This design comes from an exercise in tuning for small area on the open sky130 flow, not from production work. Where RTL was checked, it was by simulation tests only, not by an equivalence proof against the original.

Setup of old:
==> flow/design.v (excerpt) <==
module vga_game_top (
	input  logic               clk_50m,
	input  logic               rst,
	input  logic               pause,
	input  logic [1:0]         sw,
	input  logic [10:0]        vector_x,
	input  logic [9:0]         vector_y,
	input  logic signed [11:0] rel_x,
	output logic [2:0]         vga_red,
	output logic [2:0]         vga_green,
	output logic [1:0]         vga_blue,
	output logic               endgame
);
Size in the first run: ~1100 cells after synthesis, ~6900 um^2 of cells after synthesis.
==> flow/config.mk <==
export PLATFORM = sky130hd
export DESIGN_NAME = vga_game_top
export DESIGN_NICKNAME = vga_game_top
export VERILOG_FILES = /design/flow/design.v
export SDC_FILE = /design/flow/constraint.sdc
export NUM_CORES = 4
export LEC_CHECK = 0
export CAP_MARGIN = 20
export CORE_MARGIN = 2
export CORE_UTILIZATION = 40
export CTS_BUF_LIST = sky130_fd_sc_hd__clkbuf_8
export SLEW_MARGIN = 20
==> flow/constraint.sdc <==
create_clock -name core_clock -period 12.0 [get_ports {clk_50m}]
set_input_delay 2.4000 -clock core_clock [delete_from_list [all_inputs] [get_ports {clk_50m}]]
set_output_delay 2.4000 -clock core_clock [all_outputs]
set_load 0.01 [all_outputs]
standard.sh (not shown) runs the stock make flow with config.mk's settings and CLKGATE_MAP_FILE= SYNTH_SCRIPT=/design/flow/synth_recipe.tcl, a recipe that flattens the netlist after the stock synthesis.
==> flow/flow/run.sh <==
#!/bin/bash
# Layout flow: the standard layout, except that synthesis maps the logic
# with an area-oriented ABC script (flow/abc_area.script, deep AIG
# resynthesis then area mapping) and without the full/half-adder extraction.
# The registers come out of the same synthesis passes as the standard
# synthesis; that is checked against a standard synthesis run, and the flow
# falls back to the standard synthesis if they differ. The ports get
# buffers of the smallest buffer cell.
set -euo pipefail
W=$PWD
R=orfs/results/sky130hd/vga_game_top/base

# ORFS scripts with the ABC area script swapped for ours
rm -rf "$W/scripts"
cp -r "$FLOW_HOME/scripts" "$W/scripts"
cp "$W/flow/abc_area.script" "$W/scripts/abc_area.script"

# reference: the standard synthesis, in a work home of its own
sed -e "s#WORK_HOME=[^ ]*#WORK_HOME=$W/std#" standard.sh > std.sh
bash std.sh synth > std_synth.log 2>&1

# our synthesis, in the standard work home
sed -e "s#CLKGATE_MAP_FILE= #CLKGATE_MAP_FILE= SCRIPTS_DIR=$W/scripts ABC_AREA=1 ADDER_MAP_FILE= #" standard.sh > area.sh
bash area.sh synth > area_synth.log 2>&1

# registers: cell type and name, one per line
regs() {
  grep -E '^\s*sky130_fd_sc_hd__(df|ed|sdf|dl)[a-z]*_[0-9]+ ' "$1" |
    sed -E 's/^\s*sky130_fd_sc_hd__([a-z]+)_[0-9]+\s+(\S+).*/\1 \2/' | sort
}
regs std/results/sky130hd/vga_game_top/base/1_2_yosys.v > regs_std.txt
regs $R/1_2_yosys.v > regs_area.txt
if ! cmp -s regs_std.txt regs_area.txt || [[ ! -s regs_std.txt ]]; then
  echo "registers differ from the standard synthesis, using it instead" | tee fallback.txt
  rm -rf orfs
fi

# the rest of the standard layout, with the port buffers made of the
# smallest buffer cell
sed -e "s#CLKGATE_MAP_FILE= #CLKGATE_MAP_FILE= BUFFER_PORTS_ARGS='-buffer_cell sky130_fd_sc_hd__buf_1' #" standard.sh > finish.sh
bash finish.sh finish > finish.log 2>&1
==> flow/flow/abc_area.script <==
strash
&get -n
&deepsyn -T 120
&put
dch -f
amap
topo
The inputs of new differ from those of old as listed below.
diff --git a/flow/design.v b/flow/design.v
--- a/flow/design.v
+++ b/flow/design.v
@@ -133,21 +133,21 @@
 		for (int j = 0; j < 5; j++) begin
 			en_n[j] = lanes_en[j] && !ret[j];
 			for (int i = 0; i < 5; i++) begin
 				if (tgt[i][j] && (i > j || !ret[j])) en_n[j] = 1'b1;
 			end
 		end
 	end
 	always_comb begin
 		for (int j = 0; j < 5; j++) begin
 			logic [9:0] d;
-			d = game_pkg::sub_small(lanes_top[j*10 +: 10], (fe && lanes_en[j]) ? step : 3'd0);
+			d = game_pkg::sub_small(lanes_top[j*10 +: 10], fe ? step : 3'd0);
 			top_n[j*10 +: 10] = (fe && (ret[j] || !lanes_en[j])) ? game_pkg::lane_base_y : d;
 		end
 	end
 	always_ff @(posedge clk_50m or negedge rst) begin
 		if (!rst) begin
 			lanes_en <= 5'b10000;
 			lanes_top[49:40] <= game_pkg::lane_base_y;
 			seq_idx <= '0;
 		end else begin
 			lanes_top[49:40] <= top_n[49:40];
@@ -203,23 +203,23 @@
 	always_comb begin
 		logic [9:0] t0;
 		logic [9:0] t1;
 		logic [9:0] t3;
 		logic [9:0] t4;
 		t0 = lanes_top[0 +: 10];
 		t1 = lanes_top[10 +: 10];
 		t3 = lanes_top[30 +: 10];
 		t4 = lanes_top[40 +: 10];
 		grp_ok[0] = (lanes_en[0] && col_ok[0]) || (lanes_en[3] && col_ok[3]);
-		grp_top[0] = col_ok[0] ? t0 : t3;
+		grp_top[0] = rel_x[11] ? t3 : t0;
 		grp_ok[1] = (lanes_en[1] && col_ok[1]) || (lanes_en[4] && col_ok[4]);
-		grp_top[1] = col_ok[1] ? t1 : t4;
+		grp_top[1] = rel_x[11] ? t4 : t1;
 		grp_ok[2] = lanes_en[2] && col_ok[2];
 		grp_top[2] = lanes_top[20 +: 10];
 	end
 	always_comb begin
 		logic [11:0] t;
 		hit = 1'b0;
 		for (int g = 0; g < 3; g++) begin
 			t = {2'd0, grp_top[g]};
 			if (grp_ok[g] && game_pkg::ult(game_pkg::add(t, {2'b11, ~player_y_bot}, 1'b1), 12'd9)) hit = 1'b1;
 		end
@@ -285,25 +285,24 @@
 		in_open(y, 100, 180) || in_open(y, 200, 280) || in_open(y, 300, 380) ||
 		in_open(y, 400, 480) || in_open(y, 500, 580);
 	assign lane_col[0] = in_open(x, 100, 300);
 	assign lane_col[1] = in_open(x, 200, 400);
 	assign lane_col[2] = in_open(x, 300, 500);
 	assign lane_col[3] = in_open(x, 450, 650);
 	assign lane_col[4] = in_open(x, 500, 700);
 	always_comb begin
 		grp_ok[0] = (lane_col[0] && lanes_en[0]) || (lane_col[2] && lanes_en[2]) ||
 			(lane_col[4] && lanes_en[4]);
-		grp_top[0] = ({10{lane_col[0]}} & lanes_top[0 +: 10]) |
-			({10{lane_col[2]}} & lanes_top[20 +: 10]) | ({10{lane_col[4]}} & lanes_top[40 +: 10]);
+		grp_top[0] = game_pkg::ult(x, 12'd300) ? lanes_top[0 +: 10] :
+			game_pkg::ult(x, 12'd500) ? lanes_top[20 +: 10] : lanes_top[40 +: 10];
 		grp_ok[1] = (lane_col[1] && lanes_en[1]) || (lane_col[3] && lanes_en[3]);
-		grp_top[1] = ({10{lane_col[1]}} & lanes_top[10 +: 10]) |
-			({10{lane_col[3]}} & lanes_top[30 +: 10]);
+		grp_top[1] = game_pkg::ult(x, 12'd448) ? lanes_top[10 +: 10] : lanes_top[30 +: 10];
 	end
 	assign y19 = game_pkg::add(y, 12'hfed, 1'b0);
 	always_comb begin
 		logic [11:0] t;
 		in_lane = 1'b0;
 		for (int g = 0; g < 2; g++) begin
 			t = {2'd0, grp_top[g]};
 			if (grp_ok[g] && game_pkg::ult(game_pkg::add(y, ~t, 1'b0), 12'd19)) in_lane = 1'b1;
 		end
 	end
[summary]
Insertion delay to the later sink of the worst-skew pair came out lower on new than on old. new gives more cell depth of the worst min-delay path than old did. Utilization after layout ends up higher on old. Comparing new and old, cell count after synthesis is lower on new. Worst hold margin: new lower than old. Met2 wire length: new vs old up about 0.7%. Final cell area: new below old. Going from old to new, largest fanout of any net on the critical path saw an increase; slew at the pin closest to its max-slew limit moved down; worst path setup slack after routing +0.54 ns.
No functional check of the RTL was part of old.

## separate check: timing with driven ports
Ports are ideal in the flow. The routed layouts listed here were re-timed in OpenROAD.
Step 1: set_driving_cell puts a clkbuf_16 on clk_50m and a buf_2 on each other input, an assumption about the parent block.
Step 2 moves the port delays by t, midway between the first and last clock arrival at a register: inputs arrive t later, outputs are due t later. That takes back most of the time a late clock gives input paths.
a / b / c = no drivers / after step 1 / after step 2; a / b = the first two.
run | t, ns | setup slack, ns | hold WS [ns]
old | 0.422 | 4.232 / 4.235 / 3.813 | 0.568 / 0.568 / 0.568
new | 0.418 | 4.770 / 4.781 / 4.363 | 0.502 / 0.502 / 0.502
After both steps setup and hold are still met in every run listed. The setup slack of old, which loses most, moves by +0.003 ns with the drivers and by -0.419 ns with both steps.
